What follows belongs to an exercise in optimizing a design on an open flow for small area and a short achievable clock period; a production flow would make more cautious choices.
RTL that was checked went through simulation tests only; none was proved equivalent to the original.
The RTL of run 5 was laid out without a check of its function.
Power is estimated from default activity; no workload was simulated.

## flow/design.v

```verilog
package usb_pkt_pkg;
    typedef logic [7:0] byte_t;        
    typedef logic [3:0] pid_t;         
    localparam pid_t PID_DATA0 = 4'd3;
    localparam pid_t PID_SOF   = 4'd5;  
    typedef enum logic {
        DIR_HOST   = 1'b0,
        DIR_DEVICE = 1'b1
    } dir_t;
    typedef logic [31:0] ts_t;         
    typedef logic [15:0] ts_short_t;   
    typedef logic [15:0] cnt16_t;      
    localparam int BYTE_W     = 8;
    localparam int TS_SHORT_W = 16;
    localparam int ENTRY_W = 3 + TS_SHORT_W + BYTE_W;
endpackage
package cap_regs_pkg;
    typedef logic [3:0]  reg_addr_t;
    typedef logic [15:0] pid_mask_t;   
    localparam reg_addr_t REG_CTRL    = 4'd0;  
    localparam reg_addr_t REG_MASK_LO = 4'd1;
    localparam reg_addr_t REG_MASK_HI = 4'd2;
    localparam reg_addr_t REG_PKT_LO  = 4'd3;  
    localparam reg_addr_t REG_PKT_HI  = 4'd4;
    localparam reg_addr_t REG_CRC_LO  = 4'd5;
    localparam reg_addr_t REG_STATUS  = 4'd6;  
    localparam reg_addr_t REG_SOF_LO  = 4'd7;
    localparam int CMD_WRITE_BIT = 7;
    localparam logic [7:0] CTRL_RESET = 8'h01;  
    localparam pid_mask_t  MASK_RESET = '0;
endpackage
module packet_capture (
    input  logic                    clk_120mhz,
    input  logic                    rst_n,
    input  usb_pkt_pkg::byte_t      host_data_i,
    input  logic                    host_valid_i,
    input  logic                    host_sop_i,
    input  logic                    host_eop_i,
    input  logic                    host_crc_ok_i,
    input  usb_pkt_pkg::byte_t      dev_data_i,
    input  logic                    dev_valid_i,
    input  logic                    dev_sop_i,
    input  logic                    dev_eop_i,
    input  logic                    dev_crc_ok_i,
    output logic                    wr_valid_o,
    output usb_pkt_pkg::byte_t      wr_data_o,
    output logic                    wr_sop_o,
    output logic                    wr_eop_o,
    output usb_pkt_pkg::dir_t       wr_dir_o,
    output usb_pkt_pkg::ts_short_t  wr_ts_o,       
    input  logic                    cfg_capture_en_i,
    input  logic                    cfg_filter_en_i,
    input  cap_regs_pkg::pid_mask_t cfg_mask_i,
    input  usb_pkt_pkg::ts_short_t  ts_i,
    output logic                    sof_seen_o,
    output logic [7:0]              crc_err_count_o   
);
    logic                   beat_valid;
    usb_pkt_pkg::byte_t     beat_data;
    logic                   beat_sop;
    logic                   beat_eop;
    logic                   beat_crc_ok;
    usb_pkt_pkg::pid_t      beat_pid;
    logic                   keep_sop;
    logic                   keep_q;
    assign beat_valid  = host_valid_i | dev_valid_i;
    assign beat_data   = host_valid_i ? host_data_i   : dev_data_i;
    assign beat_sop    = host_valid_i ? host_sop_i    : dev_sop_i;
    assign beat_eop    = host_valid_i ? host_eop_i    : dev_eop_i;
    assign beat_crc_ok = host_valid_i ? host_crc_ok_i : dev_crc_ok_i;
    assign beat_pid    = beat_data[3:0];
    assign keep_sop = cfg_capture_en_i & ~(cfg_filter_en_i & cfg_mask_i[beat_pid]);
    always_ff @(posedge clk_120mhz or negedge rst_n) begin
        if (!rst_n) begin
            keep_q     <= 1'b0;
            wr_valid_o <= 1'b0;
        end else begin
            if (beat_valid && beat_sop) begin
                keep_q <= keep_sop;
            end
            wr_valid_o <= beat_valid & (beat_sop ? keep_sop : keep_q);
        end
    end
    always_ff @(posedge clk_120mhz) begin
        if (beat_valid && beat_sop) begin
            wr_ts_o <= ts_i;
        end
    end
    always_ff @(posedge clk_120mhz) begin
        wr_data_o <= beat_data;
        wr_sop_o  <= beat_sop;
        wr_eop_o  <= beat_eop;
        wr_dir_o  <= usb_pkt_pkg::dir_t'(~host_valid_i);
    end
    always_ff @(posedge clk_120mhz or negedge rst_n) begin
        if (!rst_n) begin
            sof_seen_o      <= 1'b0;
            crc_err_count_o <= '0;
        end else begin
            sof_seen_o <= host_valid_i & host_sop_i & (host_data_i[3:0] == usb_pkt_pkg::PID_SOF);
            if (beat_valid && beat_eop && !beat_crc_ok) begin
                crc_err_count_o <= crc_err_count_o + 1'b1;
            end
        end
    end
endmodule
module timestamp_counter (
    input  logic                   clk_120mhz,
    input  logic                   rst_n,
    input  logic                   sof_seen_i,
    output usb_pkt_pkg::ts_short_t ts_o,          
    output logic [7:0]             sof_count_o    
);
    always_ff @(posedge clk_120mhz or negedge rst_n) begin
        if (!rst_n) begin
            ts_o <= '0;
        end else begin
            ts_o <= ts_o + 1'b1;
        end
    end
    always_ff @(posedge clk_120mhz or negedge rst_n) begin
        if (!rst_n) begin
            sof_count_o <= '0;
        end else if (sof_seen_i) begin
            sof_count_o <= sof_count_o + 1'b1;
        end
    end
endmodule
module capture_fifo (
    input  logic                   clk_120mhz,
    input  logic                   rst_n,
    input  logic                   wr_valid_i,
    input  usb_pkt_pkg::byte_t     wr_data_i,
    input  logic                   wr_sop_i,
    input  logic                   wr_eop_i,
    input  usb_pkt_pkg::dir_t      wr_dir_i,
    input  usb_pkt_pkg::ts_short_t wr_ts_i,
    input  logic                   rd_req_i,
    output usb_pkt_pkg::byte_t     rd_data_o,
    output logic                   rd_sop_o,
    output logic                   rd_eop_o,
    output usb_pkt_pkg::dir_t      rd_dir_o,
    output usb_pkt_pkg::ts_short_t rd_ts_o,
    output logic                   rd_valid_o,
    output logic                   empty_o,
    output logic                   empty_int_o,   
    output logic                   overflow_o,
    output usb_pkt_pkg::cnt16_t    pkt_count_o
);
    localparam int DEPTH = 64;
    localparam int W     = usb_pkt_pkg::ENTRY_W;
    logic [W-1:0] row [0:DEPTH-1];
    logic [W-1:0] wr_entry;
    logic [7:0]   lo_q;
    logic [8:0]   hi_q;
    logic         inc, dec;
    logic         empty_next;
    logic         shift_next;  
    logic         empty;
    logic         nonempty_q;  
    logic [7:0]   lo_next;
    logic [8:0]   hi_next;
    logic [DEPTH-1:0] move_q;  
    logic         full;
    logic         wr_accept;
    logic         rd_fire;
    logic         drop_q;
    logic [DEPTH-1:0] sel_w, sel_s, sel_h;
    assign full      = hi_q[8];
    assign wr_accept = wr_valid_i & ~full & (~drop_q | wr_sop_i);
    assign empty     = hi_q[0] & lo_q[0];
    assign rd_fire   = rd_req_i & ~empty;
    assign empty_next = ~wr_accept & (empty | (rd_req_i & hi_q[0] & lo_q[1]));
    assign shift_next = rd_fire | empty_next;
    assign empty_o   = ~nonempty_q;
    assign empty_int_o = empty;
    assign inc       = wr_accept & ~rd_fire;
    assign dec       = rd_fire & ~wr_accept;
    assign wr_entry  = {wr_dir_i, wr_sop_i, wr_eop_i, wr_ts_i, wr_data_i};
    always_comb begin
        lo_next = lo_q;
        hi_next = hi_q;
        if (inc) begin
            lo_next = {lo_q[6:0], lo_q[7]};
            if (lo_q[7]) hi_next = {hi_q[7:0], 1'b0};
        end else if (dec) begin
            lo_next = {lo_q[0], lo_q[7:1]};
            if (lo_q[0]) hi_next = {1'b0, hi_q[8:1]};
        end
    end
    always_comb begin
        for (int i = 0; i < DEPTH; i++) begin
            sel_w[i] = hi_q[i / 8] & lo_q[i % 8];
            sel_s[i] = move_q[i];
            sel_h[i] = ~sel_w[i] & ~move_q[i];
        end
    end
    logic [W-1:0] wr_entry_n;
    logic [DEPTH-1:0] sel_w_n;
    logic [W-1:0] row_d [0:DEPTH-1];
    assign wr_entry_n = ~wr_entry;
    assign sel_w_n    = ~sel_w;
    for (genvar i = 0; i < DEPTH; i++) begin : g_row
        for (genvar j = 0; j < W; j++) begin : g_bit
            capture_fifo_bit u_bit (
                .hold_i   (sel_h[i]),
                .own_i    (row[i][j]),
                .shift_i  (sel_s[i]),
                .upper_i  ((i == DEPTH - 1) ? wr_entry[j] : row[(i + 1) % DEPTH][j]),
                .sel_w_n_i(sel_w_n[i]),
                .wr_n_i   (wr_entry_n[j]),
                .d_o      (row_d[i][j])
            );
        end
    end
    always_ff @(posedge clk_120mhz) begin
        for (int i = 0; i < DEPTH; i++) begin
            row[i] <= row_d[i];
        end
    end
    assign rd_dir_o  = usb_pkt_pkg::dir_t'(row[0][W-1]);
    assign rd_sop_o  = row[0][W-2];
    assign rd_eop_o  = row[0][W-3];
    assign rd_ts_o   = row[0][usb_pkt_pkg::BYTE_W +: usb_pkt_pkg::TS_SHORT_W];
    assign rd_data_o = row[0][usb_pkt_pkg::BYTE_W-1:0];
    always_ff @(posedge clk_120mhz or negedge rst_n) begin
        if (!rst_n) begin
            lo_q        <= 8'd1;
            hi_q        <= 9'd1;
            move_q      <= '0;
            nonempty_q  <= 1'b0;
            drop_q      <= 1'b0;
            overflow_o  <= 1'b0;
            pkt_count_o <= '0;
            rd_valid_o  <= 1'b0;
        end else begin
            rd_valid_o <= rd_fire;
            lo_q       <= lo_next;
            hi_q       <= hi_next;
            for (int i = 0; i < DEPTH; i++) begin
                move_q[i] <= shift_next & ~(hi_next[i / 8] & lo_next[i % 8]);
            end
            nonempty_q <= ~empty_next;
            if (wr_valid_i) begin
                if (full) begin
                    drop_q     <= 1'b1;
                    overflow_o <= 1'b1;
                end else if (wr_sop_i) begin
                    drop_q <= 1'b0;
                end
            end
            if (wr_accept && wr_eop_i) begin
                pkt_count_o <= pkt_count_o + 1'b1;
            end
        end
    end
endmodule
module capture_fifo_bit (
    input  logic hold_i,
    input  logic own_i,
    input  logic shift_i,
    input  logic upper_i,
    input  logic sel_w_n_i,
    input  logic wr_n_i,
    output logic d_o
);
    logic keep_n;
    assign keep_n = ~((hold_i & own_i) | (shift_i & upper_i));
    assign d_o    = ~((sel_w_n_i | wr_n_i) & keep_n);
endmodule
module control_regs (
    input  logic                     clk_120mhz,
    input  logic                     rst_n,
    input  usb_pkt_pkg::byte_t       cmd_data_i,
    input  logic                     cmd_valid_i,
    input  usb_pkt_pkg::cnt16_t      pkt_count_i,
    input  logic [7:0]               crc_err_count_i,
    input  logic [7:0]               sof_count_i,
    input  logic                     overflow_i,
    input  logic                     empty_i,
    output usb_pkt_pkg::byte_t       resp_data_o,
    output logic                     resp_valid_o,
    output logic                     cfg_capture_en_o,
    output logic                     cfg_filter_en_o,
    output cap_regs_pkg::pid_mask_t  cfg_mask_o
);
    logic                     wait_data_q;    
    cap_regs_pkg::reg_addr_t  cmd_addr;
    cap_regs_pkg::reg_addr_t  addr_q;         
    logic [1:0]               ctrl_q;         
    cap_regs_pkg::pid_mask_t  mask_q;
    usb_pkt_pkg::byte_t       rd_byte;
    assign cmd_addr         = cmd_data_i[3:0];
    assign cfg_capture_en_o = ctrl_q[0];
    assign cfg_filter_en_o  = ctrl_q[1];
    assign cfg_mask_o       = mask_q;
    always_comb begin
        case (cmd_addr)
            cap_regs_pkg::REG_CTRL:    rd_byte = {6'b0, ctrl_q};
            cap_regs_pkg::REG_MASK_LO: rd_byte = mask_q[7:0];
            cap_regs_pkg::REG_MASK_HI: rd_byte = mask_q[15:8];
            cap_regs_pkg::REG_PKT_LO:  rd_byte = pkt_count_i[7:0];
            cap_regs_pkg::REG_PKT_HI:  rd_byte = pkt_count_i[15:8];
            cap_regs_pkg::REG_CRC_LO:  rd_byte = crc_err_count_i;
            cap_regs_pkg::REG_STATUS:  rd_byte = {6'b0, empty_i, overflow_i};
            cap_regs_pkg::REG_SOF_LO:  rd_byte = sof_count_i;
            default:                   rd_byte = '0;
        endcase
    end
    always_ff @(posedge clk_120mhz or negedge rst_n) begin
        if (!rst_n) begin
            wait_data_q  <= 1'b0;
            resp_valid_o <= 1'b0;
            ctrl_q       <= cap_regs_pkg::CTRL_RESET[1:0];
            mask_q       <= cap_regs_pkg::MASK_RESET;
        end else begin
            resp_valid_o <= cmd_valid_i & ~wait_data_q & ~cmd_data_i[cap_regs_pkg::CMD_WRITE_BIT];
            if (cmd_valid_i) begin
                if (!wait_data_q) begin
                    wait_data_q <= cmd_data_i[cap_regs_pkg::CMD_WRITE_BIT];
                end else begin
                    wait_data_q <= 1'b0;
                    case (addr_q)
                        cap_regs_pkg::REG_CTRL:    ctrl_q       <= cmd_data_i[1:0];
                        cap_regs_pkg::REG_MASK_LO: mask_q[7:0]  <= cmd_data_i;
                        cap_regs_pkg::REG_MASK_HI: mask_q[15:8] <= cmd_data_i;
                        default: ;
                    endcase
                end
            end
        end
    end
    always_ff @(posedge clk_120mhz) begin
        if (!wait_data_q) begin
            addr_q <= cmd_addr;
        end
        resp_data_o <= rd_byte;
    end
endmodule
module usb_capture_top (
    input  logic                   clk_120mhz,
    input  logic                   rst_n,
    input  usb_pkt_pkg::byte_t     host_data_i,
    input  logic                   host_valid_i,
    input  logic                   host_sop_i,
    input  logic                   host_eop_i,
    input  logic                   host_crc_ok_i,
    input  usb_pkt_pkg::byte_t     dev_data_i,
    input  logic                   dev_valid_i,
    input  logic                   dev_sop_i,
    input  logic                   dev_eop_i,
    input  logic                   dev_crc_ok_i,
    input  logic                   rd_req_i,
    output usb_pkt_pkg::byte_t     rd_data_o,
    output logic                   rd_sop_o,
    output logic                   rd_eop_o,
    output usb_pkt_pkg::dir_t      rd_dir_o,
    output usb_pkt_pkg::ts_short_t rd_ts_o,
    output logic                   rd_valid_o,
    output logic                   rd_empty_o,
    input  usb_pkt_pkg::byte_t     cmd_data_i,
    input  logic                   cmd_valid_i,
    output usb_pkt_pkg::byte_t     resp_data_o,
    output logic                   resp_valid_o
);
    logic                    wr_valid;
    usb_pkt_pkg::byte_t      wr_data;
    logic                    wr_sop;
    logic                    wr_eop;
    usb_pkt_pkg::dir_t       wr_dir;
    usb_pkt_pkg::ts_short_t  wr_ts;
    logic                    cfg_capture_en;
    logic                    cfg_filter_en;
    cap_regs_pkg::pid_mask_t cfg_mask;
    usb_pkt_pkg::ts_short_t  ts;
    logic                    sof_seen;
    logic [7:0]              crc_err_count;
    logic [7:0]              sof_count;
    usb_pkt_pkg::cnt16_t     pkt_count;
    logic                    overflow;
    logic                    empty;
    packet_capture u_capture (
        .clk_120mhz      (clk_120mhz),
        .rst_n           (rst_n),
        .host_data_i     (host_data_i),
        .host_valid_i    (host_valid_i),
        .host_sop_i      (host_sop_i),
        .host_eop_i      (host_eop_i),
        .host_crc_ok_i   (host_crc_ok_i),
        .dev_data_i      (dev_data_i),
        .dev_valid_i     (dev_valid_i),
        .dev_sop_i       (dev_sop_i),
        .dev_eop_i       (dev_eop_i),
        .dev_crc_ok_i    (dev_crc_ok_i),
        .wr_valid_o      (wr_valid),
        .wr_data_o       (wr_data),
        .wr_sop_o        (wr_sop),
        .wr_eop_o        (wr_eop),
        .wr_dir_o        (wr_dir),
        .wr_ts_o         (wr_ts),
        .cfg_capture_en_i(cfg_capture_en),
        .cfg_filter_en_i (cfg_filter_en),
        .cfg_mask_i      (cfg_mask),
        .ts_i            (ts),
        .sof_seen_o      (sof_seen),
        .crc_err_count_o (crc_err_count)
    );
    timestamp_counter u_ts (
        .clk_120mhz (clk_120mhz),
        .rst_n      (rst_n),
        .sof_seen_i (sof_seen),
        .ts_o       (ts),
        .sof_count_o(sof_count)
    );
    capture_fifo u_fifo (
        .clk_120mhz (clk_120mhz),
        .rst_n      (rst_n),
        .wr_valid_i (wr_valid),
        .wr_data_i  (wr_data),
        .wr_sop_i   (wr_sop),
        .wr_eop_i   (wr_eop),
        .wr_dir_i   (wr_dir),
        .wr_ts_i    (wr_ts),
        .rd_req_i   (rd_req_i),
        .rd_data_o  (rd_data_o),
        .rd_sop_o   (rd_sop_o),
        .rd_eop_o   (rd_eop_o),
        .rd_dir_o   (rd_dir_o),
        .rd_ts_o    (rd_ts_o),
        .rd_valid_o (rd_valid_o),
        .empty_o    (rd_empty_o),
        .empty_int_o(empty),
        .overflow_o (overflow),
        .pkt_count_o(pkt_count)
    );
    control_regs u_regs (
        .clk_120mhz      (clk_120mhz),
        .rst_n           (rst_n),
        .cmd_data_i      (cmd_data_i),
        .cmd_valid_i     (cmd_valid_i),
        .pkt_count_i     (pkt_count),
        .crc_err_count_i (crc_err_count),
        .sof_count_i     (sof_count),
        .overflow_i      (overflow),
        .empty_i         (empty),
        .resp_data_o     (resp_data_o),
        .resp_valid_o    (resp_valid_o),
        .cfg_capture_en_o(cfg_capture_en),
        .cfg_filter_en_o (cfg_filter_en),
        .cfg_mask_o      (cfg_mask)
    );
endmodule
```

## flow/run.sh

```bash
#!/bin/bash
# synth_recipe.tcl (not shown) runs the flow's synth.tcl, then flattens the netlist and writes it again
# the make line also repeats each setting of config.mk as NAME=value (left out here)
make -C /OpenROAD-flow-scripts/flow DESIGN_CONFIG=/design/flow/config.mk WORK_HOME=/design/flow/orfs CLKGATE_MAP_FILE= SYNTH_SCRIPT=/design/flow/synth_recipe.tcl finish
```

## flow/config.mk

```make
export PLATFORM = sky130hd
export DESIGN_NAME = usb_capture_top
export DESIGN_NICKNAME = usb_capture_top
export VERILOG_FILES = /design/flow/design.v
export SDC_FILE = /design/flow/constraint.sdc
export NUM_CORES = 4
export LEC_CHECK = 0
export CAP_MARGIN = 20
export CORE_MARGIN = 2
export CORE_UTILIZATION = 60
export CTS_CLUSTER_DIAMETER = 80
export CTS_CLUSTER_SIZE = 24
export SETUP_SLACK_MARGIN = 2.0
export SLEW_MARGIN = 20
export SYNTH_HIERARCHICAL = 1
export TNS_END_PERCENT = 100
```

## flow/constraint.sdc

```tcl
create_clock -name core_clock -period 4.0 [get_ports {clk_120mhz}]
set_input_delay 0.8000 -clock core_clock [delete_from_list [all_inputs] [get_ports {clk_120mhz}]]
set_output_delay 0.8000 -clock core_clock [all_outputs]
set_load 0.01 [all_outputs]
```

==> results of run 1 <==
==> kinds of logic after synthesis <==
kind of cell,share of synthesized area (%)
AOI/OAI and AO/OA,35.31
DFF,60.64
and+or+nand+nor,1.555
buffers and inverters,0.8782
muxes,0.9666
xor gates and xnor gates,0.5784
adders and majority gates,0.07687
==> layer usage <==
layer  wire length, um  track usage (%)  vias to the layer above
met2             82750            48.54                     1517
li1                  -                -                    24420
met1             81560            42.66                    25740
met3             11590            5.832                      191
met5                 0                0                        -
met4              2860            5.767                        0
==> synthesized netlist by cell type (all sizes together) (6+ instances only) <==
master | n | area (um2)
a21oi | 149 | 749.5
a22oi | 1730 | 12990
buf | 39 | 274.0
clkbuf | 26 | 97.59
dfrtp | 153 | 3829
dfxtp | 1747 | 34970
edfxtp | 20 | 600.6
inv | 49 | 183.9
mux2 | 31 | 349.1
mux2i | 13 | 133.9
mux4 | 6 | 146.4
nand2 | 85 | 329.1
nand3 | 19 | 120.1
nand4 | 15 | 108.9
nor2 | 17 | 63.81
nor2b | 6 | 37.54
nor3 | 9 | 45.04
nor4 | 6 | 83.83
o21a | 8 | 60.06
o21ai | 1746 | 8753
o22a | 8 | 70.07
o22ai | 7 | 96.35
xnor2 | 23 | 201.4
xor2 | 20 | 175.2
==> modules after synthesis (local to each module, per instance), a selection <==
module | cell area (um2) | cells inside
packet_capture | 1485 | 102
capture_fifo | 39350 | 2234
capture_fifo_bit | 12.51 | 2
control_regs | 1602 | 118
timestamp_counter | 1050 | 84
==> stage by stage <==
step / hold slack [ns] / instance area [um2] / cells / power [W] / util, %
6_report: 0.09960 / 72080 / 7670 / 0.07380 / 67.15
5_1_grt: 0.1355 / 72080 / 7670 / 0.07865 / 67.15
4_1_cts: 0.1049 / 71460 / 7635 / 0.07253 / 66.57
3_5_place_dp: 0.4487 / 68350 / 7501 / 0.06172 / 63.67
3_3_place_gp: 0.4468 / 68290 / 7500 / 0.06067 / 63.62
2_1_floorplan: 0.4199 / 65370 / 5994 / 0.05271 / -
==> what timing repair did <==
action	CTS	global route
pin swaps	4	5
gates resized for setup	322	58
endpoints found under the hold margin	0	0
setup buffers	14	12
cloned	5	21
endpoints found under the setup margin	1653	979
==> area by class of cell <==
class	count	area share, %
flip-flops and latches	1923	54.94
multi-input cells	3979	36.17
clock buffers	113	3.392
repair buffers	200	2.678
well taps	1403	2.435
inverters	50	0.3367
clock inverters	2	0.05381
==> where the power goes <==
part           total, W  switching (W)  internal, W
registers        0.0372        0.00829       0.0289
clock network    0.0102        0.00590      0.00432
logic            0.0264         0.0154       0.0110
total            0.0738         0.0296       0.0442
==> sequential cells by signal, indices dropped and copies added, names as in the netlist, 2 cells and up <==
signal / cells
u_regs.mask_q: 16
u_capture.wr_data_o: 8
u_regs.ctrl_q: 2
u_capture.crc_err_count_o: 8
u_fifo.move_q: 64
u_fifo.pkt_count_o: 16
u_ts.sof_count_o: 8
u_fifo.row: 1728
u_capture.wr_ts_o: 16
u_regs.addr_q: 4
u_regs.resp_data_o: 8
u_fifo.hi_q: 9
u_fifo.lo_q: 8
u_ts.ts_o: 16
==> worst paths after layout <==
| path | end | slack (ns) |
|---|---|---|
| hold / removal | u_ts.sof_count_o[5] | 0.1 |
| setup / recovery | rd_valid_o | 1.86 |
| setup reg to reg | u_fifo.row[1][24] | 2.02 |
| min in group core_clock | u_regs.resp_valid_o | 0.47 |
| max in group asynchronous | u_fifo.lo_q[3] | 3.06 |
| hold reg to reg | u_regs.resp_valid_o | 0.47 |
==> metrics.md, run 1 <==
| Metric | Value |
|---|---|
| #FFs+latches synth | 1923 |
| DR vias | 51870 |
| Critical path origin | u_fifo.rd_valid_o |
| Critical Path Start Type | flip-flop |
| Worst skew pair latency | 0.71 ns |
| CTS sink count | 1923 |
| Post-synth EDFFs | 20 |
| Die Height | 333.4 um |
| Worst setup EP type | output port |
| Root Driver | clkbuf_16 |
| Lkg Pwr | 26.14 nW |
| Pwr dens | 1024 nW/um2 |
| Number of nets with antenna violations after routing | 0 |
| Multi-input logic area | 26070 um2 |
| Total global-route track usage | 30.17% |
| Worst path cell trace | buf_6 |
| Clock Skews | 0.02405 ns |
| Number of cells on the critical path | 1 |
| CP bufs+invs | 1 |
| Gpl congestion | 0.8599 |
| Core Region | 107400 um2 |
| Initial antenna violation count | 2 |
| Max incr delay on CP | 0.49 ns |
| Clock transition at path regs | 0.10 ns |
| Unrepaired setup endpoints after global routing | yes |
| Post-route setup slack | 1.857 ns |
| Buffers on Ports | 73 |
| IO Pins | 74 |
| Hold Violations, Final | 0 |
| Ys async rst share | 8.112% |
| Kind of critical path | reg2out |
| Drt wl/cell | 23.31 um |
| Fillers | 8654 |
| Least-Margin Pin Slew | 1.163 ns |
| Cell count of the worst reg-to-reg path | 4 |
| N_diodes | 0 |
| CTS tree | yes |
| Avg Inst Size Synth | 10.86 um2 |
| Synthesis warning total | 13 |
| Netlist cell types | 70 |
| Peak Freq | 466.7 MHz |
| Final wirelength | 178800 um |
| Final net count | 6284 |
| Longest Clk Path Bufs | 3 |
| Register Area | 39600 um2 |
| Final setup viols | 0 |
| Global-route wire length before repair | 275600 um |
| Hold_buf cts | 0 |
| Rows | 120 |
| Final slew viol count | 0 |
| GRT Residual Overflow | 0 |
| Crit-path leading delay family | flip-flops |
| Max transition margin | 22.47% |
| Initial Utilization | 60.65% |
| Commonest non-fill, non-tap cells in the layout | 1730 x a22oi_1, 1730 x o21ai_1, 1713 x dfxtp_1 |
| Dpl hpwl | 112200 um |
| Number of global-route vias before repair | 48890 |
| Max FO, Critical Path | 1 |
| Pin count of the biggest net entering global routing | 82 |
| Post-synthesis cell count | 5994 |
| Die area | 111200 um2 |
| Die W | 333.4 um |
| DP Worst Slack | 1.046 ns |
| DR iter-0 viols | 5344 |
| Outcome | timing/DRC/antenna clean |
| CP required | 3.20 ns |
| Sequential share of the synthesized area | 60.64% |
| Crit path arrival time | 1.34 ns |
| Maximum VDD drop | 0.0005373 V |
| Slowest-stage cell, CP | dfrtp_2 |
| Setup TNS | 0 ns |
| Main synth FF type | dfxtp_1 |
| TritonRoute pass-1 iters | 9 |
| Hold Crit Class | in2async |
| Syn_nets | 6034 |
| Final Critical Period | 2.143 ns |
| Final period util | 53.57% |
| Vias per inst | 6.763 |
| Mapped Area | 65110 um2 |
| H-tree lvl count | 3 |
| Num CTS Buffers | 90 |
| MaxCap Viol Count | 0 |
| Layout area overhead | 10.71% |
| DRC viols | 0 |
| Share of cells above drive strength 1 | 8.728% |
| R2R Path Start | u_fifo.lo_q[1] |
==> run 2: changes to the inputs <==
--- a/flow/design.v
+++ b/flow/design.v
@@ -190,2 +190,7 @@
     end
+    always_ff @(posedge clk_120mhz) begin
+        for (int i = 0; i < DEPTH; i++) begin
+            move_q[i] <= shift_next & ~(hi_next[i / 8] & lo_next[i % 8]);
+        end
+    end
     always_comb begin
@@ -229,3 +234,2 @@
             hi_q        <= 9'd1;
-            move_q      <= '0;
             nonempty_q  <= 1'b0;
@@ -239,5 +243,2 @@
             hi_q       <= hi_next;
-            for (int i = 0; i < DEPTH; i++) begin
-                move_q[i] <= shift_next & ~(hi_next[i / 8] & lo_next[i % 8]);
-            end
             nonempty_q <= ~empty_next;
--- a/flow/config.mk
+++ b/flow/config.mk
@@ -10,5 +10,5 @@
 export CORE_UTILIZATION = 60
-export CTS_CLUSTER_DIAMETER = 80
-export CTS_CLUSTER_SIZE = 24
-export SETUP_SLACK_MARGIN = 2.0
+export CTS_CLUSTER_DIAMETER = 90
+export CTS_CLUSTER_SIZE = 28
+export SETUP_SLACK_MARGIN = 2.3
 export SLEW_MARGIN = 20
==> run 2 against run 1 <==
Still clean; global-route usage increased by 4.4 points; count of clock-buffer cells in the layout decreased by 16; core utilization increased by 3.7 points; combinational power increased by 24%; wire length increased by 16%; largest cell class unchanged; largest power group unchanged; highest routed layer unchanged.
==> metrics.md, run 2 <==
| Metric | Value |
|---|---|
| N_diodes | 0 (unchanged) |
| Max FO, Critical Path | 1 (unchanged) |
| IO Pins | 74 (unchanged) |
| Main synth FF type | dfxtp_1 |
| Max transition margin | 36.21% (+14 points) |
| Max reg flops | 1728 (unchanged) |
| Global-route wire length before repair | 306500 um (+11%) |
| Initial Utilization | 60.51% (-0.14 points) |
| Gpl congestion | 0.8594 (about the same) |
| Final setup viols | 0 (unchanged) |
| Lkg Pwr | 27.31 nW (+4.5%) |
| Synth top cells by count | 1811 x dfxtp_1, 1730 x a22oi_1, 1730 x o21ai_1 |
| Share of cells above drive strength 1 | 15.27% (+6.5 points) |
| Kind of critical path | reg2out |
| Largest area contributor in the netlist | dfxtp_1 |
| Netlist cell types | 69 (-1.4%) |
| Max incr delay on CP | 0.47 ns (-0.02 ns) |
| Pint | 0.04662 W (+5.5%) |
| Outcome | timing/DRC/antenna clean |
| TritonRoute pass-1 iters | 7 (-2) |
| Power share of the combinational group | 41.1% (+5.4 points) |
| Least-Margin Pin Slew | 0.9568 ns (-0.2061 ns) |
| #FFs+latches synth | 1923 (unchanged) |
| Vias per inst | 7.000 (+3.5%) |
| Number of global-route vias before repair | 49150 (+0.54%) |
| Slowest-stage cell, CP | dfrtp_1 |
| Critical Path Start Type | flip-flop |
| Num CTS Buffers | 78 (-13%) |
| Syn_nets | 6034 (unchanged) |
| Die Height | 332.6 um (-0.25%) |
| Post-route setup slack | 1.840 ns (-0.01721 ns) |
| Final net count | 6494 (+3.3%) |
| Total global-route track usage | 34.56% (+4.4 points) |
| Worst skew pair latency | 0.70 ns (about the same) |
| Psw | 0.03320 W (+12%) |
| Worst setup EP type | output port |
| Dominant cells by area after synthesis | dfxtp_1 56%, a22oi_1 20%, o21ai_1 13%, dfrtp_1 3.4%, a21oi_1 1.1% |
| Layout area overhead | 17.03% |
| Sequential Power Share | 46.9% (-3.5 points) |
| Die area | 110600 um2 (-0.50%) |
| DR vias | 55120 (+6.3%) |
| CP bufs+invs | 2 (+1) |
| Initial antenna violation count | 0 (-2) |
| Final slew viol count | 0 (unchanged) |
| Die W | 332.6 um (-0.25%) |
| Final Critical Period | 2.160 ns (+0.01721 ns) |
| Pwr dens | 1053 nW/um2 (+2.8%) |
| Drt wl/cell | 26.30 um (+13%) |
| DRC viols | 0 (unchanged) |
| Sequential share of the synthesized area | 60.45% (-0.19 points) |
| Buffers on Ports | 73 (unchanged) |
| Register bank with the most flops | u_fifo.row |
| Avg Inst Size Synth | 10.81 um2 (-0.50%) |
| Worst path cell trace | inv_1 > buf_2 |
| Commonest non-fill, non-tap cells in the layout | 1740 x dfxtp_1, 1715 x o21ai_1, 1633 x a22oi_1 |
| DR iter-0 viols | 7196 (+35%) |
| Total power | 0.07982 W (+8.2%) |
| DP Worst Slack | 0.7974 ns (-0.2490 ns) |
| Hold Crit Class | in2async |
| MaxCap Viol Count | 0 (unchanged) |
| Clock Skews | 0.03045 ns (+0.006401 ns) |
| Crit path arrival time | 1.36 ns (+0.02 ns) |
| Pin count of the biggest net entering global routing | 66 (-20%) |
| CP required | 3.20 ns (about the same) |
| Setup TNS | 0 ns (unchanged) |
| CTS sink count | 1923 (unchanged) |
| Clock transition at path regs | 0.11 ns (about the same) |
| Switching part of the total | 41.59% (+1.5 points) |
| Most frequent cell after synthesis | dfxtp_1 |
| Final period util | 54.00% (+0.43 points) |
| Core Region | 107100 um2 (-0.28%) |
| GRT Residual Overflow | 0 (unchanged) |
| H-tree lvl count | 3 (unchanged) |
| Root Driver | clkbuf_16 |
| Final wirelength | 207100 um (+16%) |
| Ys async rst share | 4.784% (-3.3 points) |
| Clock share of power | 12.0% (-1.9 points) |
| CTS tree | yes |
| Unrepaired setup endpoints after global routing | yes |
| Longest Clk Path Bufs | 3 (unchanged) |
| Rows | 120 (unchanged) |
| Dpl hpwl | 116200 um (+3.6%) |
| Synth top area share | 55.96% (+2.2 points) |
| Mapped Area | 64780 um2 (-0.50%) |
| Hold Violations, Final | 0 (unchanged) |
| Post-synthesis cell count | 5994 (unchanged) |
| Peak Freq | 463.0 MHz (-0.80%) |
| Crit-path leading delay family | flip-flops |
| Commonest non-fill, non-tap cell in the layout | dfxtp_1 |
| Maximum VDD drop | 0.0007054 V (+31%) |
| Post-synth EDFFs | 20 (unchanged) |
| Largest registers | u_fifo.row: 1728 flops, u_fifo.move_q: 64 flops |
| Synthesis warning total | 13 (unchanged) |
| Number of nets with antenna violations after routing | 0 (unchanged) |
==> run 2: layer usage <==
layer	vias up	GRT usage [%]	part of all wire, %
li1	24950	-	-
met1	27150	52.17	44
met2	2639	51.58	44
met3	383	5.119	8.6
met4	0	9.439	2.9
met5	-	0	0
==> run 2: Yosys stat by module, one instance, submodules excluded, a selection <==
module	copies in the design	cells	cell area, um2	flops+latches
control_regs	1	118	1602	32
timestamp_counter	1	84	1050	24
capture_fifo	1	2234	39020	1829
capture_fifo_bit	1728	2	12.51	0
packet_capture	1	102	1485	38
==> run 2: logic make-up (layout without fill, tap and decap cells) <==
kind of cell	after synthesis	count (layout)	synth area share (%)
compound gates	3677	3734	35.49
simple gates	182	190	1.557
fa+ha+maj	4	4	0.07726
flops	1923	1923	60.45
xor+xnor	43	43	0.5813
mux	50	50	0.9715
buf+inv	115	528	0.8769
==> run 2: power by group through the flow <==
stage	Combinational, W	Sequential (W)	Clock (W)
final	0.0328	0.0375	0.00958
after global placement	0.0246	0.0370	0
after CTS	0.0292	0.0369	0.00966
after global routing	0.0355	0.0382	0.0103
after detailed placement	0.0256	0.0372	0
after floorplan	0.0188	0.0344	0
==> run 2: per-stage QoR <==
step	cell area, um2	instances	hold slack, ns	utilization [%]
final	75820	7875	0.1217	70.82
after detailed placement	68530	7513	0.4582	64.01
after global placement	68510	7513	0.4587	63.99
after global routing	75820	7875	0.1617	70.82
after CTS	73660	7771	0.1191	68.81
after floorplan	65500	5994	0.4199	-
==> run 2: path summary, 6_finish.rpt <==
| check | startpoint | end | slack (ns) | cells after the start |
|---|---|---|---|---|
| hold reg to reg | u_regs.wait_data_q | u_regs.resp_valid_o | 0.48 | 1 |
| max in group asynchronous | rst_n | u_fifo.hi_q[0] | 3.07 | 2 |
| hold / removal | rst_n | u_regs.resp_valid_o | 0.12 | 1 |
| setup / recovery | u_fifo.nonempty_q | rd_empty_o | 1.84 | 2 |
| setup reg to reg | u_fifo.lo_q[0] | u_fifo.move_q[14] | 2.04 | 6 |
| min in group core_clock | u_regs.wait_data_q | u_regs.resp_valid_o | 0.48 | 1 |
==> run 2: repair_timing <==
item / CTS / global route
setup endpoints to repair: 1863 / 1355
cloned: 49 / 32
hold buffers: 0 / 0
setup buffers: 111 / 72
pin swaps: 107 / 141
gates resized for setup: 574 / 204
==> run 2: worst register-to-register path: cells and delay by family (launching register included) <==
| family | cells | cell delay (ns) |
|---|---|---|
| flops | 1 | 0.70 |
| compound gates | 4 | 0.88 |
| buf+inv | 1 | 0.15 |
| simple gates | 1 | 0.14 |
==> run 2: cell type report <==
class	count	area, um2
clock buffer	97	2087
clock inverter	1	11.26
fill	8005	31240
inverter	50	332.8
multi-input combinational	4021	28090
sequential	1923	39330
tap	1403	1755
timing repair buffer	380	4214
==> run 3: changes to the inputs <==
--- a/flow/config.mk
+++ b/flow/config.mk
@@ -12,3 +12,3 @@
 export CTS_CLUSTER_SIZE = 28
-export SETUP_SLACK_MARGIN = 2.3
+export SETUP_SLACK_MARGIN = 1.9
 export SLEW_MARGIN = 20
==> run 3 against run 2 <==
Sequential cell count unchanged; setup slack worse by 0.0073 ns; highest routed layer unchanged; sequential power fell by 1%.
==> metrics.md, run 3 <==
| Metric | Value |
|---|---|
| Outcome | timing/DRC/antenna clean |
| Final slew viol count | 0 (unchanged) |
| Critical Path Start Type | flip-flop |
| Core Region | 107100 um2 (unchanged) |
| Commonest non-fill, non-tap cells in the layout | 1765 x dfxtp_1, 1730 x a22oi_1, 1730 x o21ai_1 |
| Crit path arrival time | 1.37 ns (about the same) |
| Max FO, Critical Path | 1 (unchanged) |
| Pin count of the biggest net entering global routing | 65 (-1.5%) |
| Root Driver | clkbuf_16 |
| IO Pins | 74 (unchanged) |
| Max transition margin | 24.07% (-12 points) |
| Layout area overhead | 9.585% |
| Final setup viols | 0 (unchanged) |
| Dpl hpwl | 117400 um (+1.0%) |
| R2R Path Start | u_fifo.lo_q[5] |
| Largest area contributor in the netlist | dfxtp_1 |
| Largest registers | u_fifo.row: 1728 flops, u_fifo.move_q: 64 flops |
| Post-synthesis cell count | 5994 (unchanged) |
| Synth top cells by count | 1811 x dfxtp_1, 1730 x a22oi_1, 1730 x o21ai_1 |
| Cell Area, Placed | 68180 um2 (-0.50%) |
| Final period util | 54.18% (+0.18 points) |
| Die area | 110600 um2 (unchanged) |
| Setup slack, reg-to-reg | 1.92 ns (-0.12 ns) |
| Vias per inst | 6.884 (-1.7%) |
| Die Height | 332.6 um (unchanged) |
| Initial antenna violation count | 0 (unchanged) |
| Worst skew pair latency | 0.71 ns (about the same) |
| Final Critical Period | 2.167 ns (+0.007260 ns) |
| Gpl congestion | 0.8715 (+1.4%) |
| Least-Margin Pin Slew | 1.136 ns (+0.1794 ns) |
| DP Worst Slack | 0.8507 ns (+0.05334 ns) |
| Setup TNS | 0 ns (unchanged) |
| Initial Utilization | 60.51% (unchanged) |
| Unrepaired setup endpoints after global routing | yes |
| Pwr dens | 1031 nW/um2 (-2.1%) |
| Worst setup EP type | output port |
| Peak Freq | 461.4 MHz (-0.33%) |
| Setup crit end | rd_empty_o |
| Final net count | 6264 (-3.5%) |
| Netlist cell types | 69 (unchanged) |
| TritonRoute pass-1 iters | 6 (-1) |
| Rows | 120 (unchanged) |
| CTS tree | yes |
| Hold Crit Class | in2async |
| CP required | 3.20 ns (about the same) |
| DR iter-0 viols | 6789 (-5.7%) |
| Total global-route track usage | 32.66% (-1.9 points) |
| Longest Clk Path Bufs | 3 (unchanged) |
| Most frequent cell after synthesis | dfxtp_1 |
| N_diodes | 0 (unchanged) |
| Hold Violations, Final | 0 (unchanged) |
| Global-route wire length before repair | 291000 um (-5.1%) |
| Post-synth EDFFs | 20 (unchanged) |
| Syn_nets | 6034 (unchanged) |
| Avg Inst Size Synth | 10.81 um2 (unchanged) |
| Lkg Pwr | 25.65 nW (-6.1%) |
| Sequential share of the synthesized area | 60.45% (unchanged) |
| Max reg flops | 1728 (unchanged) |
| CTS sink count | 1923 (unchanged) |
| Cell count of the worst reg-to-reg path | 3 (-3) |
| MaxCap Viol Count | 0 (unchanged) |
| Number of global-route vias before repair | 48110 (-2.1%) |
| Clock transition at path regs | 0.11 ns (about the same) |
| Dominant cells by area after synthesis | dfxtp_1 56%, a22oi_1 20%, o21ai_1 13%, dfrtp_1 3.4%, a21oi_1 1.1% |
| #FFs+latches synth | 1923 (unchanged) |
| Main synth FF type | dfxtp_1 |
| Hold_buf cts | 0 (unchanged) |
| Drt wl/cell | 24.87 um (-5.4%) |
| Mapped Area | 64780 um2 (unchanged) |
| Num CTS Buffers | 78 (unchanged) |
| H-tree lvl count | 3 (unchanged) |
| Synthesis warning total | 13 (unchanged) |
| DR vias | 52650 (-4.5%) |
| Post-route setup slack | 1.833 ns (-0.007260 ns) |
| Share of cells above drive strength 1 | 8.375% (-6.9 points) |
| GRT Residual Overflow | 0 (unchanged) |
| Critical path origin | u_fifo.nonempty_q |
| Die W | 332.6 um (unchanged) |
| Kind of critical path | reg2out |
| Maximum VDD drop | 0.0006436 V (-8.8%) |
| Buffers on Ports | 73 (unchanged) |
| Clock Skews | 0.03033 ns (-0.0001222 ns) |
| Commonest non-fill, non-tap cell in the layout | dfxtp_1 |
| Ys async rst share | 4.784% (unchanged) |
| Final instance area | 70990 um2 (-6.4%) |
| Synth top area share | 55.96% (unchanged) |
| Final wirelength | 190200 um (-8.1%) |
| Number of nets with antenna violations after routing | 0 (unchanged) |
| Register bank with the most flops | u_fifo.row |
| R2r endpoint | u_fifo.row[5][9] |
| DRC viols | 0 (unchanged) |
run 3: cell count changes in the layout (fill, tap and decap cells not counted), sizes merged, moves of 2 or more:
| cell | change |
|---|---|
| clkdlybuf4s50 | +5 |
| buf | -175 |
| o21a | -8 |
| dlymetal6s2s | +2 |
| a21oi | -43 |
| o22ai | -2 |
| inv | +15 |
| clkbuf | -10 |
| clkinv | -10 |
| nand2 | -6 |
| clkdlybuf4s15 | +10 |
run 3: critical path, cell delays in order, from the launching register on:
cell and delay [ns]:
dfrtp_2 0.48, inv_2 0.08, buf_6 0.10
run 3: cells by family after synthesis:
kind of cell	count (synthesis)	synth area share [%]
adders and majority gates	4	0.07726
AOI/OAI and AO/OA	3677	35.49
and+or+nand+nor	182	1.557
xor gates and xnor gates	43	0.5813
DFF	1923	60.45
buffers and inverters	115	0.8769
muxes	50	0.9715
run 3: layout make-up:
| type | count | area [um2] |
|---|---|---|
| well taps | 1403 | 1755 |
| clock buffers | 96 | 2083 |
| clock inverters | 5 | 43.79 |
| fillers | 8554 | 36060 |
| flip-flops and latches | 1923 | 39260 |
| inverters | 50 | 235.2 |
| repair buffers | 211 | 1802 |
| multi-input cells | 3960 | 25810 |
run 3: where the power goes:
group	internal, W	switching (W)	total [W]	leakage, nW
clock	0.00373	0.00579	0.00952	1.04
combinational	0.0106	0.0159	0.0266	8.02
sequential	0.0289	0.00816	0.0371	16.6
total	0.0433	0.0299	0.0732	25.7
run 3: how the worst min path moves through the flow:
stage	to	slack (ns)	cells after the start
final	u_fifo.pkt_count_o[6]	0.10	1
after global routing	u_fifo.pkt_count_o[14]	0.13	1
after CTS	u_fifo.pkt_count_o[14]	0.11	1
after detailed placement	u_regs.resp_valid_o	0.44	1
after global placement	u_regs.resp_valid_o	0.44	1
after floorplan	u_regs.resp_valid_o	0.42	1
run 3: Yosys stat by module, one instance, submodules excluded, excerpt:
module             area, um2  copies in the design  cells inside  flip-flops and latches
capture_fifo           39020                     1          2234                    1829
capture_fifo_bit       12.51                  1728             2                       0
control_regs            1602                     1           118                      32
packet_capture          1485                     1           102                      38
timestamp_counter       1050                     1            84                      24
run 3: per-layer routing:
layer	vias to the layer above	wire length, um	global-route usage, %
met5	-	0	0
met4	0	4381	8.723
met3	260	15490	5.236
met2	2207	83380	48.28
met1	25820	86990	49.51
li1	24360	-	-
run 3: repair_timing:
| action | CTS | global route |
|---|---|---|
| pin swaps | 1 | 8 |
| endpoints found under the setup margin | 1462 | 867 |
| gates resized for setup | 238 | 66 |
| cloned | 0 | 4 |
| setup buffers | 7 | 9 |
run 3: stage by stage:
step | hold WS [ns] | cells | power, W | utilization, %
finish | 0.1048 | 7648 | 0.07321 | 66.31
global route | 0.1278 | 7648 | 0.07771 | 66.31
CTS | 0.1058 | 7634 | 0.07225 | 65.98
detailed placement | 0.4443 | 7526 | 0.06269 | 63.69
global placement | 0.4392 | 7524 | 0.06149 | 63.62
floorplan | 0.4199 | 5994 | 0.05260 | -
==> run 4: changes to the inputs <==
--- a/flow/config.mk
+++ b/flow/config.mk
@@ -12,3 +12,3 @@
 export CTS_CLUSTER_SIZE = 28
-export SETUP_SLACK_MARGIN = 1.9
+export SETUP_SLACK_MARGIN = 2.0
 export SLEW_MARGIN = 20
==> run 4 against run 3 <==
Non-clock buffer count up 24; synthesized cell count unchanged; first-iteration DRC count fell by 16%; register-to-register slack gained 0.06 ns; clock skew fell by 0.0035 ns; area after synthesis is the same; still clean; final cell count rose by 0.31%; wire length up 3.5%; final area rose by 0.46%; fmax rose by 0.70%.
==> metrics.md, run 4 <==
| Metric | Value |
|---|---|
| CTS tree | yes |
| DRC viols | 0 (unchanged) |
| Maximum VDD drop | 0.0005630 V (-13%) |
| Netlist cell types | 69 (unchanged) |
| Max transition margin | 26.45% (+2.4 points) |
| Dominant cells by area after synthesis | dfxtp_1 56%, a22oi_1 20%, o21ai_1 13%, dfrtp_1 3.4%, a21oi_1 1.1% |
| Post-synthesis cell count | 5994 (unchanged) |
| H-tree lvl count | 3 (unchanged) |
| Most frequent cell after synthesis | dfxtp_1 |
| #FFs+latches synth | 1923 (unchanged) |
| Largest registers | u_fifo.row: 1728 flops, u_fifo.move_q: 64 flops |
| Gpl congestion | 0.9553 (+9.6%) |
| Least-Margin Pin Slew | 1.102 ns (-0.03447 ns) |
| Buffers on Ports | 73 (unchanged) |
| Share of cells above drive strength 1 | 9.094% (+0.72 points) |
| Lkg Pwr | 25.80 nW (+0.59%) |
| Vias per inst | 6.846 (-0.55%) |
| Ys async rst share | 4.784% (unchanged) |
| Avg Inst Size Synth | 10.81 um2 (unchanged) |
| MaxCap Viol Count | 0 (unchanged) |
| Synth top area share | 55.96% (unchanged) |
| Total power | 0.07382 W (+0.84%) |
| R2R Path Start | u_fifo.lo_q[1] |
| DR iter-0 viols | 5685 (-16%) |
| Crit path arrival time | 1.35 ns (-0.02 ns) |
| Rows | 120 (unchanged) |
| Syn_nets | 6034 (unchanged) |
| R2r endpoint | u_fifo.row[25][20] |
| Clock transition at path regs | 0.11 ns (about the same) |
| Critical Path Start Type | flip-flop |
| Max FO, Critical Path | 1 (unchanged) |
| Final design utilization | 66.62% (+0.30 points) |
| CP required | 3.20 ns (about the same) |
| Layout area overhead | 10.09% |
| Peak Freq | 464.6 MHz (+0.70%) |
| Synthesis warning total | 13 (unchanged) |
| Final net count | 6293 (+0.46%) |
| Kind of critical path | reg2out |
| IO Pins | 74 (unchanged) |
| Largest area contributor in the netlist | dfxtp_1 |
| Worst setup EP type | output port |
| Initial antenna violation count | 1 (+1) |
| Sequential share of the synthesized area | 60.45% (unchanged) |
| Pin count of the biggest net entering global routing | 65 (unchanged) |
| Hold Violations, Final | 0 (unchanged) |
| Die W | 332.6 um (unchanged) |
| Worst skew pair latency | 0.71 ns (about the same) |
| Final setup viols | 0 (unchanged) |
| Hold Crit Class | in2async |
| Dpl hpwl | 121700 um (+3.6%) |
| CP bufs+invs | 1 (-1) |
| Longest Clk Path Bufs | 3 (unchanged) |
| CTS sink count | 1923 (unchanged) |
| Main synth FF type | dfxtp_1 |
| Pwr dens | 1035 nW/um2 (+0.38%) |
| GRT Residual Overflow | 0 (unchanged) |
| Number of nets with antenna violations after routing | 0 (unchanged) |
| DR vias | 52520 (-0.24%) |
| Setup TNS | 0 ns (unchanged) |
| Cell count of the worst reg-to-reg path | 5 (+2) |
| Commonest non-fill, non-tap cell in the layout | dfxtp_1 |
| Initial Utilization | 60.51% (unchanged) |
| Global-route wire length before repair | 296400 um (+1.9%) |
| Die area | 110600 um2 (unchanged) |
| Synth top cells by count | 1811 x dfxtp_1, 1730 x a22oi_1, 1730 x o21ai_1 |
| Worst path cell trace | buf_6 |
| Mapped Area | 64780 um2 (unchanged) |
| Max reg flops | 1728 (unchanged) |
| Slowest-stage cell, CP | dfrtp_2 |
| Num CTS Buffers | 78 (unchanged) |
| Final slew viol count | 0 (unchanged) |
| Root Driver | clkbuf_16 |
| Setup slack, reg-to-reg | 1.98 ns (+0.06 ns) |
| TritonRoute pass-1 iters | 7 (+1) |
| Die Height | 332.6 um (unchanged) |
| Clock Skews | 0.02684 ns (-0.003490 ns) |
| Drt wl/cell | 25.68 um (+3.2%) |
| Outcome | timing/DRC/antenna clean |
| Core Region | 107100 um2 (unchanged) |
| Post-synth EDFFs | 20 (unchanged) |
| Total global-route track usage | 33.71% (+1.0 points) |
| Commonest non-fill, non-tap cells in the layout | 1748 x dfxtp_1, 1730 x a22oi_1, 1730 x o21ai_1 |
| Register bank with the most flops | u_fifo.row |
| Crit-path leading delay family | flip-flops |
| Final Critical Period | 2.152 ns (-0.01496 ns) |
| Number of global-route vias before repair | 49100 (+2.1%) |
| Final wirelength | 197000 um (+3.5%) |
| Final period util | 53.80% (-0.37 points) |
| Unrepaired setup endpoints after global routing | yes |
| Max incr delay on CP | 0.49 ns (about the same) |
[run 4: cell counts after synthesis]
No cell type changed its count.
[run 4: timing repair]
| item | in CTS | in global routing |
|---|---|---|
| gates resized for setup | 318 | 43 |
| gates cloned | 1 | 9 |
| hold buffers | 0 | 0 |
| pin swaps | 1 | 15 |
| buffers inserted | 13 | 23 |
| endpoints found under the setup margin | 1691 | 657 |
[run 4: metal layers]
layer,vias up,track usage (%),wire [um]
li1,24380,-,-
met1,25910,44.90,83140
met5,-,0,0
met2,1818,55.65,93030
met4,0,13.73,8622
met3,409,4.390,12200
[run 4: cell type report]
class	instances	area, um2
Fill cell	8651	35740
Tap cell	1403	1755
Clock buffer	94	2097
Clock inverter	1	7.507
Timing Repair Buffer	235	2076
Multi-Input combinational cell	3965	25800
Inverter	50	267.8
Antenna cell	1	2.502
Sequential cell	1923	39310
[run 4: worst max-delay path by stage]
stage                            startpoint            endpoint  slack, ns  depth (start not counted)
after floorplan                host_valid_i    u_capture.keep_q       1.77                          4
after global placement             rd_req_i    u_fifo.move_q[0]       0.99                          7
after detailed placement           rd_req_i   u_fifo.move_q[34]       0.94                          7
after CTS                    u_fifo.lo_q[4]  u_fifo.row[60][11]       1.83                          4
after global routing      u_fifo.rd_valid_o          rd_valid_o       1.84                          1
final                     u_fifo.rd_valid_o          rd_valid_o       1.85                          1
[run 4: through the flow]
stage / cell area [um2] / setup slack (ns) / hold WS, ns / std cells
finish: 71320 / 1.848 / 0.09781 / 7672
floorplan: 64960 / 1.768 / 0.4199 / 5994
global placement: 68100 / 0.9874 / 0.4400 / 7525
global route: 71310 / 1.839 / 0.1260 / 7671
detailed placement: 68220 / 0.9415 / 0.4473 / 7528
CTS: 70830 / 1.826 / 0.08920 / 7637
[run 4: report_power, final]
group	total, W	internal, W	switching (W)
Sequential	0.0373	0.0290	0.00833
Clock	0.00955	0.00374	0.00580
Combinational	0.0270	0.0109	0.0161
Total	0.0738	0.0436	0.0302
[run 4: kinds of logic (layout without fill, tap and decap cells)]
| logic type | after synthesis | in the layout | synth area share [%] |
|---|---|---|---|
| AOI/OAI and AO/OA | 3677 | 3685 | 35.49 |
| xor gates and xnor gates | 43 | 43 | 0.5813 |
| adders and majority gates | 4 | 4 | 0.07726 |
| buffers and inverters | 115 | 380 | 0.8769 |
| DFF | 1923 | 1923 | 60.45 |
| muxes | 50 | 50 | 0.9715 |
| other | 0 | 1 | 0 |
| and+or+nand+nor | 182 | 183 | 1.557 |
[run 4: modules after synthesis, one instance, submodules excluded, a selection]
| module | area, um2 | copies in the design | flip-flops and latches | cells |
|---|---|---|---|---|
| capture_fifo | 39020 | 1 | 1829 | 2234 |
| capture_fifo_bit | 12.51 | 1728 | 0 | 2 |
| control_regs | 1602 | 1 | 32 | 118 |
| packet_capture | 1485 | 1 | 38 | 102 |
| timestamp_counter | 1050 | 1 | 24 | 84 |
==> run 5: changes to the inputs <==
--- a/flow/design.v
+++ b/flow/design.v
@@ -163,2 +163,3 @@
     logic [DEPTH-1:0] move_q;  
+    logic [DEPTH-1:0] hold_q;  
     logic         full;
@@ -193,2 +194,3 @@
             move_q[i] <= shift_next & ~(hi_next[i / 8] & lo_next[i % 8]);
+            hold_q[i] <= ~shift_next & ~(hi_next[i / 8] & lo_next[i % 8]);
         end
@@ -197,5 +199,5 @@
         for (int i = 0; i < DEPTH; i++) begin
-            sel_w[i] = hi_q[i / 8] & lo_q[i % 8];
+            sel_w[i] = ~(move_q[i] | hold_q[i]);
             sel_s[i] = move_q[i];
-            sel_h[i] = ~sel_w[i] & ~move_q[i];
+            sel_h[i] = hold_q[i];
         end
==> run 5 against run 4 <==
Clock power is 3.4% higher; non-clock buffer count is 7 higher; highest routed layer is now met5; critical path type unchanged; global-route usage is 0.21 points higher; setup slack worse by 0.0062 ns; sequential power is 2% lower; combinational power is about 10% lower; critical path depth is 1 higher; sequential cell count is 64 higher; wire length is 2.4% higher; synthesized cell count is 0.80% higher; sequential share of layout area is 0.74 points higher.
==> metrics.md, run 5 <==
| Metric | Value |
|---|---|
| Outcome | timing/DRC/antenna clean |
| Hold_buf cts | 0 (unchanged) |
| IO Pins | 74 (unchanged) |
| Commonest non-fill, non-tap cells in the layout | 1832 x dfxtp_1, 1730 x a22oi_1, 1730 x o21ai_1 |
| Kind of critical path | reg2out |
| Sequential share of the synthesized area | 61.00% (+0.55 points) |
| Post-synthesis cell count | 6042 (+0.80%) |
| Final Critical Period | 2.158 ns (+0.006190 ns) |
| MaxCap Viol Count | 0 (unchanged) |
| Hold Crit Class | in2async |
| Number of nets with antenna violations after routing | 0 (unchanged) |
| Longest Clk Path Bufs | 3 (unchanged) |
| DR iter-0 viols | 6915 (+22%) |
| Fillers | 8848 (+2.3%) |
| Psw | 0.02797 W (-7.5%) |
| Final period util | 53.96% (+0.15 points) |
| Largest area contributor in the netlist | dfxtp_1 |
| Syn_nets | 6082 (+0.80%) |
| Global-route wire length before repair | 301500 um (+1.7%) |
| Mapped Area | 66300 um2 (+2.3%) |
| Most frequent cell after synthesis | dfxtp_1 |
| Pwr dens | 978.3 nW/um2 (-5.5%) |
| Register Area | 40500 um2 (+3.0%) |
| Least-Margin Pin Slew | 1.015 ns (-0.08637 ns) |
| Netlist cell types | 73 (+5.8%) |
| CTS tree | yes |
| Sequential Power Share | 51.8% (+1.3 points) |
| Die Height | 336.4 um (+1.2%) |
| Crit path arrival time | 1.36 ns (about the same) |
| Rows | 121 (+0.83%) |
| Clock share of power | 13.9% (+1.0 points) |
| Drt wl/cell | 25.81 um (+0.52%) |
| Commonest non-fill, non-tap cell in the layout | dfxtp_1 |
| Largest registers | u_fifo.row: 1728 flops, u_fifo.hold_q: 64 flops, u_fifo.move_q: 64 flops |
| Max incr delay on CP | 0.46 ns (-0.03 ns) |
| Avg Inst Size Synth | 10.97 um2 (+1.5%) |
| Slowest-stage cell, CP | dfrtp_2 |
| Total power | 0.07094 W (-3.9%) |
| Switching part of the total | 39.43% (-1.5 points) |
| Post-Synth XOR/XNOR Area | 0.5680% (-0.013 points) |
| Fin cells | 7812 (+1.8%) |
| Ys async rst share | 4.630% (-0.15 points) |
| Simple-gate share of the synthesized area | 1.764% (+0.21 points) |
| Maximum VDD drop | 0.0007372 V (+31%) |
| Peak Freq | 463.3 MHz (-0.29%) |
| Layout area overhead | 9.367% |
| Max reg flops | 1728 (unchanged) |
| Root Driver | clkbuf_16 |
| R2R Path Start | u_capture.wr_sop_o |
| Setup TNS | 0 ns (unchanged) |
| Crit-path leading delay family | flip-flops |
| Share of cells above drive strength 1 | 8.223% (-0.87 points) |
| Worst skew pair latency | 0.71 ns (about the same) |
| Placed insts | 7685 (+2.1%) |
| H-tree lvl count | 3 (unchanged) |
| Final setup viols | 0 (unchanged) |
| Cell count of the worst reg-to-reg path | 3 (-2) |
| Dpl hpwl | 122600 um (+0.77%) |
| Buffers on Ports | 73 (unchanged) |
| Register bank with the most flops | u_fifo.row |
| Max FO, Critical Path | 1 (unchanged) |
| Critical Path Start Type | flip-flop |
| Initial antenna violation count | 1 (unchanged) |
| Lkg Pwr | 26.17 nW (+1.4%) |
| CP bufs+invs | 2 (+1) |
| Pin count of the biggest net entering global routing | 65 (unchanged) |
| GRT Residual Overflow | 0 (unchanged) |
| DP Worst Slack | 0.9075 ns (-0.03403 ns) |
| Multiplexer share of the synthesized area | 1.057% (+0.085 points) |
| CP required | 3.20 ns (about the same) |
| Synth Area in Compound Gates | 34.65% (-0.84 points) |
| Fraction of the mapped netlist area in adder cells | 0.07548% (-0.0018 points) |
| Setup slack, reg-to-reg | 2.01 ns (+0.03 ns) |
| #FFs+latches synth | 1987 (+3.3%) |
| Multi-input logic area | 25570 um2 (-0.90%) |
| Unrepaired setup endpoints after global routing | yes |
| Final wirelength | 201600 um (+2.4%) |
| Post-synth EDFFs | 20 (unchanged) |
| Clock transition at path regs | 0.11 ns (about the same) |
| Final net count | 6359 (+1.0%) |
| Clock Skews | 0.01891 ns (-0.007928 ns) |
| N_diodes | 0 (-1) |
| Synth top area share | 56.61% (+0.65 points) |
| Synthesis warning total | 13 (unchanged) |
| CTS sink count | 1987 (+3.3%) |
| Initial Utilization | 60.66% (+0.14 points) |
| Power share of the combinational group | 34.3% (-2.2 points) |
| Synth top cells by count | 1875 x dfxtp_1, 1730 x a22oi_1, 1728 x o21ai_1 |
| Final design utilization | 66.34% (-0.28 points) |
| TritonRoute pass-1 iters | 7 (unchanged) |
| Final slew viol count | 0 (unchanged) |
| Dominant cells by area after synthesis | dfxtp_1 57%, a22oi_1 20%, o21ai_1 13%, dfrtp_1 3.4%, a21oi_1 0.96% |
| Hold Violations, Final | 0 (unchanged) |
| Core Region | 109300 um2 (+2.1%) |
| R2r endpoint | u_fifo.row[46][25] |
| Gpl congestion | 0.8571 (-10%) |
| Die area | 113200 um2 (+2.3%) |
| DR vias | 53270 (+1.4%) |
| Vias per inst | 6.819 (-0.39%) |
| Largest family of logic cells by synthesized area | compound AO/OA/AOI/OAI gates |
| Number of global-route vias before repair | 48200 (-1.8%) |
| Die W | 336.4 um (+1.2%) |
| Num CTS Buffers | 80 (+2.6%) |
| Main synth FF type | dfxtp_1 |
| Pint | 0.04297 W (-1.4%) |
| DRC viols | 0 (unchanged) |
| Total global-route track usage | 33.92% (+0.21 points) |
| Worst setup EP type | output port |
| Max transition margin | 32.22% (+5.8 points) |
| Worst path cell trace | inv_1 > buf_2 |
| Post-route setup slack | 1.842 ns (-0.006190 ns) |
[run 5: logic make-up (layout without fill, tap and decap cells)]
kind of cell,Yosys count,count (layout)
AO/OA/AOI/OAI,3665,3673
flip-flops,1987,1987
AND/OR/NAND/NOR,189,189
buffers and inverters,97,383
multiplexers,57,57
XOR/XNOR,43,43
adder cells (fa/ha/maj),4,4
[run 5: worst max path at each step]
stage	from	endpoint	slack, ns	depth (start not counted)
floorplan	host_valid_i	u_capture.keep_q	1.77	4
global placement	rd_req_i	u_fifo.hold_q[47]	0.95	7
detailed placement	rd_req_i	u_fifo.hold_q[31]	0.91	7
CTS	u_fifo.nonempty_q	rd_empty_o	1.79	2
global route	u_fifo.nonempty_q	rd_empty_o	1.79	2
finish	u_fifo.nonempty_q	rd_empty_o	1.84	2
[run 5: stage by stage]
stage,hold WS [ns],cell area (um2)
floorplan,0.4199,66330
global route,0.09264,72510
detailed placement,0.4546,69630
global placement,0.4520,69630
CTS,0.05855,72270
finish,0.06967,72510
[run 5: per-layer routing]
| metal | vias up | part of all wire [%] | GRT usage (%) |
|---|---|---|---|
| li1 | 24590 | - | - |
| met1 | 26320 | 44 | 49.86 |
| met2 | 2068 | 45 | 52.04 |
| met3 | 286 | 7.7 | 4.935 |
| met4 | 2 | 3.0 | 9.888 |
| met5 | - | 0.0060 | 0 |
[run 5: worst reg2reg max path, delay by kind of cell, from the launching register on]
family	cells	cell delay, ns
compound gates	1	0.24
buf+inv	2	1.20
flops	1	0.46
[run 5: timing repair]
| action | in CTS | in global routing |
|---|---|---|
| buffers inserted | 15 | 3 |
| endpoints found under the setup margin | 228 | 391 |
| gates cloned | 1 | 8 |
| pin swaps | 3 | 9 |
| gates resized for setup | 292 | 38 |
[run 5: power by group through the flow]
stage | Clock [W] | Sequential [W] | Combinational (W)
6_report | 0.00987 | 0.0367 | 0.0243
3_3_place_gp | 0 | 0.0366 | 0.0225
5_1_grt | 0.0106 | 0.0374 | 0.0268
4_1_cts | 0.00998 | 0.0364 | 0.0238
3_5_place_dp | 0 | 0.0367 | 0.0233
2_1_floorplan | 0 | 0.0361 | 0.0146
[run 5: cell type report]
type / instances / area share, %
Inverter: 42 / 0.3071
Multi-Input combinational cell: 3966 / 35.26
Clock buffer: 97 / 2.995
Clock inverter: 2 / 0.02416
Sequential cell: 1987 / 55.86
Timing Repair Buffer: 242 / 3.011
Tap cell: 1476 / 2.547
[run 5: modules after synthesis (local to each module, per instance), a selection]
module             copies in the design  flip-flops and latches
control_regs                          1                      32
capture_fifo                          1                    1893
packet_capture                        1                      38
timestamp_counter                     1                      24
capture_fifo_bit                   1728                       0

==> afterwards: timing with drivers on the ports <==
The flow's constraints put no driver on any port. The routed layouts listed below were extracted and timed again, unchanged, in two steps.
Step 1 sets driving cells, clkbuf_16 on the clock port and buf_2 on the other inputs (assumed; they add their load-dependent delay and slew).
Step 2 moves the port delays by t, midway between the first and last clock arrival at a register: inputs arrive t later, outputs are due t later. That takes back most of the time a late clock gives input paths.
Slacks: no drivers / after step 1 / after step 2; pairs: no drivers / after step 1.
run	shift t [ns]	setup slack, ns	slew at the worst register clock pin (ns)
run 1	0.772	1.857 / 1.780 / 1.383	0.10 / 0.10
run 2	0.766	1.840 / 1.763 / 1.517	0.12 / 0.12
run 3	0.766	1.833 / 1.762 / 1.240	0.11 / 0.11
run 4	0.766	1.848 / 1.777 / 1.317	0.11 / 0.11
run 5	0.777	1.842 / 1.770 / 1.221	0.11 / 0.11
After both steps every run listed still meets setup and hold. The setup slack of run 5, which loses most, moves by -0.072 ns with the drivers and by -0.621 ns with both steps.
